From an optimization exercise on the open Yosys and OpenROAD flow, aimed at small area, a short achievable clock period and few clock cycles per item; shortcuts taken in it are not production practice. The RTL was checked by simulation tests, not by an equivalence proof against the original design. Power is estimated from default activity; no workload was simulated.

// conway_top
module conway_top (
  input  logic       clk,
  input  logic       boot_reset,
  input  logic       rx_valid,
  input  logic [7:0] rx_data,
  output logic       rx_ready,
  output logic       tx_valid,
  output logic [7:0] tx_data,
  input  logic       tx_ready
);
  localparam int          L         = 549;  
  localparam int          K         = 34;   
  localparam logic [15:0] LFSR_SEED = 16'hace1;
  localparam logic [15:0] LFSR_TAPS = 16'hb400;
  logic       ph_hdr;
  logic [3:0] ph_y;
  logic [5:0] ph_c;
  logic       nx_hdr;
  logic [3:0] nx_y;
  logic [5:0] nx_c;
  always_comb begin
    nx_hdr = ph_hdr;
    nx_y   = ph_y;
    nx_c   = ph_c + 1'b1;
    if (ph_hdr) begin
      if (ph_c == 6'd4) begin
        nx_hdr = 1'b0;
        nx_y   = 4'd0;
        nx_c   = 6'd0;
      end
    end else if (ph_c == 6'd33) begin
      nx_c = 6'd0;
      if (ph_y == 4'd15) nx_hdr = 1'b1;
      else               nx_y   = ph_y + 1'b1;
    end
  end
  logic is_cell, y0, y15, dead;
  assign is_cell = !ph_hdr && !ph_c[5];
  assign y0   = (ph_y == 4'd0);
  assign y15  = (ph_y == 4'd15);
  assign dead = ph_hdr && (ph_c == 6'd0);
  logic [L-1:0]  ring;
  logic [K:1]    old;     
  logic [31:0]   lp;      
  logic          cap_u;   
  logic [15:0]   lfsr;
  logic          zero;    
  logic          pass_rand;
  logic          pass_step;
  logic n_x0, n_x31, n_y0, n_y15;
  logic nb_ul, nb_u, nb_ur, nb_l, nb_r, nb_dl, nb_d, nb_dr;
  always_comb begin
    nb_u  = n_y0 ? ring[38] : old[33];
    nb_ul = n_y0 ? (n_x0 ? ring[7] : ring[39]) : (n_x0 ? old[2] : old[34]);
  ...
export LEC_CHECK = 0
export CAP_MARGIN = 20
export CORE_MARGIN = 2
export CORE_UTILIZATION = 60
export CTS_BUF_LIST = sky130_fd_sc_hd__clkbuf_4 sky130_fd_sc_hd__clkbuf_8
export CTS_CLUSTER_DIAMETER = 40
export CTS_CLUSTER_SIZE = 16
export PLACE_DENSITY = 0.75
export SLEW_MARGIN = 20
create_clock -name core_clock -period 10.0 [get_ports {clk}]
standard.sh (not shown) runs the stock make flow with config.mk's settings and CLKGATE_MAP_FILE= SYNTH_SCRIPT=/design/flow/synth_recipe.tcl, a recipe that flattens the netlist after the stock synthesis.
==> flow/flow/run.sh <==
#!/bin/bash
# The standard ORFS layout (the standard.sh, unchanged synthesis and steps),
# with one change: the port buffers that global placement inserts on every input
# and output are buf_4 cells instead of the flow's default choice.
# The full make/tool output goes to standard.log in the work folder.
set -euo pipefail
bash standard.sh finish "BUFFER_PORTS_ARGS=-buffer_cell sky130_fd_sc_hd__buf_4" > standard.log 2>&1
The baseline completed without violations.
Testbench counts at the start, summed over its fixed seeds: cycles 52,704, frames 96.
Next try:
==> flow/flow/run.sh (replaced) <==
#!/bin/bash
# The standard ORFS layout (the standard.sh: unchanged synthesis and steps),
# with two changes in how the layout is made:
#  - the port buffers that global placement puts on every input and output are
#    buf_4 cells instead of the flow's default choice;
#  - timing repair works with a larger setup margin, so it also speeds up the
#    paths that already meet the 10 ns clock (constraints are unchanged).
# The full make/tool output goes to standard.log in the work folder.
set -euo pipefail
bash standard.sh finish \
  "BUFFER_PORTS_ARGS=-buffer_cell sky130_fd_sc_hd__buf_4" \
  "SETUP_SLACK_MARGIN=6.95" > standard.log 2>&1
- CORE_UTILIZATION: 60 -> 70
- CTS_BUF_LIST: sky130_fd_sc_hd__clkbuf_4 sky130_fd_sc_hd__clkbuf_8 -> sky130_fd_sc_hd__clkbuf_8
- CTS_CLUSTER_DIAMETER: 40 -> 50
- CTS_CLUSTER_SIZE: 16 -> 20
- PLACE_DENSITY: 0.75 -> 0.82
After rerunning: Wire length climbs by 9.0%. Flip-flop and latch count is unchanged. Global-route usage climbs by 3.2 points. Core utilization climbs by 10 points.
Next try:
==> flow/flow/run.sh (replaced) <==
#!/bin/bash
# The standard ORFS layout (the standard.sh: unchanged synthesis and steps),
# with two changes in how the layout is made:
#  - the port buffers that global placement puts on every input and output are
#    buf_4 cells instead of the flow's default choice;
#  - clock tree synthesis gets its options directly (larger sink clusters,
#    so the tree has fewer buffers).
# The full make/tool output goes to standard.log in the work folder.
set -euo pipefail
bash standard.sh finish \
  "BUFFER_PORTS_ARGS=-buffer_cell sky130_fd_sc_hd__buf_4" \
  "CTS_ARGS=-sink_clustering_enable -repair_clock_nets -sink_clustering_size 32 -sink_clustering_max_diameter 60 -buf_list sky130_fd_sc_hd__clkbuf_16" > standard.log 2>&1
- CORE_UTILIZATION: 70 -> 60
- PLACE_DENSITY: 0.82 -> 0.75
Effect: Wire length came out lower by 8.0%; critical path depth does not change; utilization came out lower by 11 points; area after synthesis is unchanged; sequential share of layout area came out lower by 1.5 points; die area came out higher by 16%; non-clock buffer count came out lower by 3.
Next try:
==> flow/flow/run.sh (replaced) <==
#!/bin/bash
# The standard ORFS layout (the standard.sh: unchanged synthesis and steps),
# with two changes in how the layout is made:
#  - the port buffers that global placement puts on every input and output are
#    buf_4 cells instead of the flow's default choice;
#  - clock tree synthesis gets its options directly: clkbuf_8 sink clusters
#    under a clkbuf_16 root buffer.
# The full make/tool output goes to standard.log in the work folder.
set -euo pipefail
bash standard.sh finish \
  "BUFFER_PORTS_ARGS=-buffer_cell sky130_fd_sc_hd__buf_4" \
  "CTS_ARGS=-sink_clustering_enable -repair_clock_nets -sink_clustering_size 20 -sink_clustering_max_diameter 50 -buf_list sky130_fd_sc_hd__clkbuf_8 -root_buf sky130_fd_sc_hd__clkbuf_16 -distance_between_buffers 100" > standard.log 2>&1
- CORE_UTILIZATION: 60 -> 70
- PLACE_DENSITY: 0.75 -> 0.82
After rerunning:
- The changed run completed with no timing, DRC or antenna violations
- cell area decreases by 2.4%
- wire length increases by 17%
- clock-buffer cell count increases by 12
- die area decreases by 14%
- sequential power hardly moves
- setup slack gets worse by 0.011 ns
Next try:
==> flow/flow/run.sh (replaced) <==
#!/bin/bash
# The standard ORFS layout (the standard.sh: unchanged synthesis and steps),
# with two changes in how the layout is made:
#  - the port buffers that global placement puts on every input and output are
#    buf_4 cells instead of the flow's default choice;
#  - clock tree synthesis gets its options directly (larger sink clusters,
#    so the tree has fewer buffers).
# The full make/tool output goes to standard.log in the work folder.
set -euo pipefail
bash standard.sh finish \
  "BUFFER_PORTS_ARGS=-buffer_cell sky130_fd_sc_hd__buf_4" \
  "CTS_ARGS=-sink_clustering_enable -repair_clock_nets -sink_clustering_size 40 -sink_clustering_max_diameter 45 -buf_list sky130_fd_sc_hd__clkbuf_16" > standard.log 2>&1
- CORE_UTILIZATION: 70 -> 60
- PLACE_DENSITY: 0.82 -> 0.75
=>
- global-route usage shrinks by 4.5 points
- design area increases by 4.4%
- setup slack is better by 0.035 ns
- combinational power came out lower by about 0.7%
- via count decreases by 1.6%
- routed wire length is lower by 13%
Next try:
==> flow/flow/run.sh (replaced) <==
#!/bin/bash
# The standard ORFS layout (the standard.sh, unchanged synthesis and steps),
# with one change: the port buffers that global placement inserts on every input
# and output are buf_4 cells instead of the flow's default choice.
# The full make/tool output goes to standard.log in the work folder.
set -euo pipefail
bash standard.sh finish "BUFFER_PORTS_ARGS=-buffer_cell sky130_fd_sc_hd__buf_4" > standard.log 2>&1
- CTS_BUF_LIST: sky130_fd_sc_hd__clkbuf_8 -> sky130_fd_sc_hd__clkbuf_4
- CTS_CLUSTER_DIAMETER: 50 -> 35
- CTS_CLUSTER_SIZE: 20 -> 12
Synthesized area is unchanged.
Power decreases by 9.8%.
Combinational power hardly moves.
Cell area decreases by 3.0%.
Hold slack improved by 0.011 ns.

Setup of wip/ember:
Another version of the RTL of conway_top (not shown whole).
Size in the first run: roughly 1,000 cells after synthesis, ~680 flip-flops, ~22 I/O pins.
Settings: LEC_CHECK=0, CAP_MARGIN=20, CORE_MARGIN=2, CORE_UTILIZATION=60, CTS_CLUSTER_DIAMETER=60, CTS_CLUSTER_SIZE=30, PLACE_DENSITY=0.75, SLEW_MARGIN=20; clock period 10.0 ns.
==> flow/flow/run.sh <==
#!/bin/bash
# The standard ORFS layout (the standard.sh, unchanged synthesis and steps),
# with one change: the port buffers that global placement inserts on every input
# and output are buf_4 cells instead of the flow's default choice.
# The full make/tool output goes to standard.log in the work folder.
set -euo pipefail
bash standard.sh finish "BUFFER_PORTS_ARGS=-buffer_cell sky130_fd_sc_hd__buf_4" > standard.log 2>&1
wip/ember closes out successfully: all stages finished, all timing, DRC and antenna checks passed.
Testbench counts of wip/ember, summed over its fixed seeds: cycles 52,704, frames 96.
--- input diff wip/ember..wip/raven ---
Settings: swapping 60 for 50 in CTS_CLUSTER_DIAMETER; putting CTS_BUF_LIST at sky130_fd_sc_hd__clkbuf_8 where nothing was set; swapping 30 for 20 in CTS_CLUSTER_SIZE.
==> comparison <==
wip/raven: no failed stages, no open violations at the end
From wip/ember to wip/raven the numbers moved as follows: share of post-route cells with drive strength above 1 now larger; count of clock-buffer cells in the layout saw an increase; clock period minus final worst setup slack grew by 8.6 ps; worst path arrival time about even.
~same final worst hold slack in wip/ember and wip/raven
Looking at total global routing track utilization, wip/raven sits below wip/ember.
On final worst-path cycle share, wip/ember and wip/raven are basically level.
Area added between synthesis and finish ends up higher on wip/ember.
From wip/ember to wip/raven the numbers moved as follows: buffer share of cell area comparable, clock power saw a decrease, core occupancy in the finished layout fell by 0.47 points.
What wip/onyx does differently from wip/raven at the input level:
==> flow/run.sh (new file) <==
#!/bin/bash
# synth_recipe.tcl (not shown) runs the flow's synth.tcl, then flattens the netlist and writes it again
# the make line also repeats each setting of config.mk as NAME=value (left out here)
make -C /OpenROAD-flow-scripts/flow DESIGN_CONFIG=/design/flow/config.mk WORK_HOME=/design/flow/orfs CLKGATE_MAP_FILE= SYNTH_SCRIPT=/design/flow/synth_recipe.tcl finish
removed: flow/flow/run.sh
removed: flow/standard.sh
## What came out
- Setup slack in wip/onyx is smaller than in wip/raven.
- A library cell contributing the largest single delay on the critical path of sky130_fd_sc_hd__dfxtp_1 is what wip/raven shows, while sky130_fd_sc_hd__clkdlybuf4s50_1 belongs to wip/onyx.
- wip/onyx reports a lower fmax than wip/raven does.
- Summary of wip/onyx over wip/raven: power consumption saw a decrease, total length of routed wires roughly the same, fraction of cell area in non-clock buffers rose by 0.29 points, per-cell via count in the routed design moved up.
- Going from wip/raven to wip/onyx, worst voltage drop across the vdd grid grows by 4.2%.
- Between wip/onyx and wip/raven, the final area figures differ only marginally.
## Diff of input files: wip/pepper against wip/onyx
Settings: CTS_CLUSTER_SIZE now 24, was 20; CTS_BUF_LIST no longer set, was sky130_fd_sc_hd__clkbuf_8.
==> flow/flow/run.sh (new file) <==
#!/bin/bash
# The standard ORFS layout (the standard.sh: unchanged synthesis and steps),
# with two changes in how the layout is made:
#  - the port buffers that global placement puts on every input and output are
#    buf_4 cells instead of the flow's default choice;
#  - timing repair works with a larger setup margin, so it also speeds up the
#    paths that already meet the 10 ns clock (constraints are unchanged).
# The full make/tool output goes to standard.log in the work folder.
set -euo pipefail
bash standard.sh finish \
  "BUFFER_PORTS_ARGS=-buffer_cell sky130_fd_sc_hd__buf_4" \
  "SETUP_SLACK_MARGIN=7.2" > standard.log 2>&1
==> flow/standard.sh (new file) <==
#!/bin/bash
# synth_recipe.tcl (not shown) runs the flow's synth.tcl, then flattens the netlist and writes it again
# the make line also repeats each setting of config.mk as NAME=value (left out here)
make -C /OpenROAD-flow-scripts/flow DESIGN_CONFIG=/design/flow/config.mk WORK_HOME=/design/flow/orfs CLKGATE_MAP_FILE= SYNTH_SCRIPT=/design/flow/synth_recipe.tcl "${@:-finish}"
removed: flow/run.sh
## What came out
- Via count of the first global-routing pass in wip/pepper is 84 higher than in wip/onyx
- wip/pepper vs wip/onyx, termination of the worst setup path: tx_data[3] vs rx_ready
- As far as number of ports placed on the die boundary goes, wip/pepper and wip/onyx are indistinguishable; the numbers are identical.
- wip/onyx → wip/pepper: routed wire length on met2 increased by about 16% relative to the old numbers; total routed wire length on the met1 layer higher.
- wip/pepper against wip/onyx: multi-input logic area increased by about 2% relative to the old numbers; highest clock frequency the design can meet increased by about 15% relative to the old numbers; post-synthesis to final-layout area growth increased by 4.4 points relative to the old numbers.

-- separate check: timing with driven ports --
The results above use ideal ports. As a check the final layouts listed here were re-extracted and re-timed, cells and wires unchanged. Step 1 (the two cells are an assumption about what drives the block):
set clk [get_ports {clk}]
set_driving_cell -lib_cell sky130_fd_sc_hd__clkbuf_16 $clk
set_driving_cell -lib_cell sky130_fd_sc_hd__buf_2 [delete_from_list [all_inputs] $clk]
Step 2 also shifts input and output timing later by t, the mid clock arrival at the registers, as if the neighbouring blocks saw the same clock. Three values: no drivers, after step 1, after step 2; two values: the first two.
run	shift t [ns]	setup WS [ns]	slew at the worst register clock pin (ns)	cell pins on the clock port's net
the first run of note 1	0.627	6.846 / 6.803 / 6.311	0.09 / 0.09	1
the second run of note 1	0.598	6.830 / 6.794 / 6.465	0.12 / 0.12	1
the third run of note 1	0.611	6.832 / 6.785 / 6.317	0.11 / 0.11	1
the fourth run of note 1	0.556	6.821 / 6.844 / 6.288	0.12 / 0.12	1
the fifth run of note 1	0.573	6.856 / 6.877 / 6.306	0.11 / 0.11	1
the sixth run of note 1	0.713	6.726 / 6.683 / 6.329	0.12 / 0.12	1
wip/ember	0.613	6.880 / 6.831 / 6.502	0.11 / 0.11	1
wip/raven	0.604	6.872 / 6.827 / 6.490	0.11 / 0.11	1
wip/onyx	0.605	6.456 / 6.413 / 6.120	0.11 / 0.11	1
wip/pepper	0.575	6.931 / 6.883 / 6.739	0.09 / 0.09	1
After both steps every run listed still meets setup and hold. For the fifth run of note 1, which loses most, drivers alone change the setup slack by +0.021 ns; drivers and shift together by -0.550 ns.
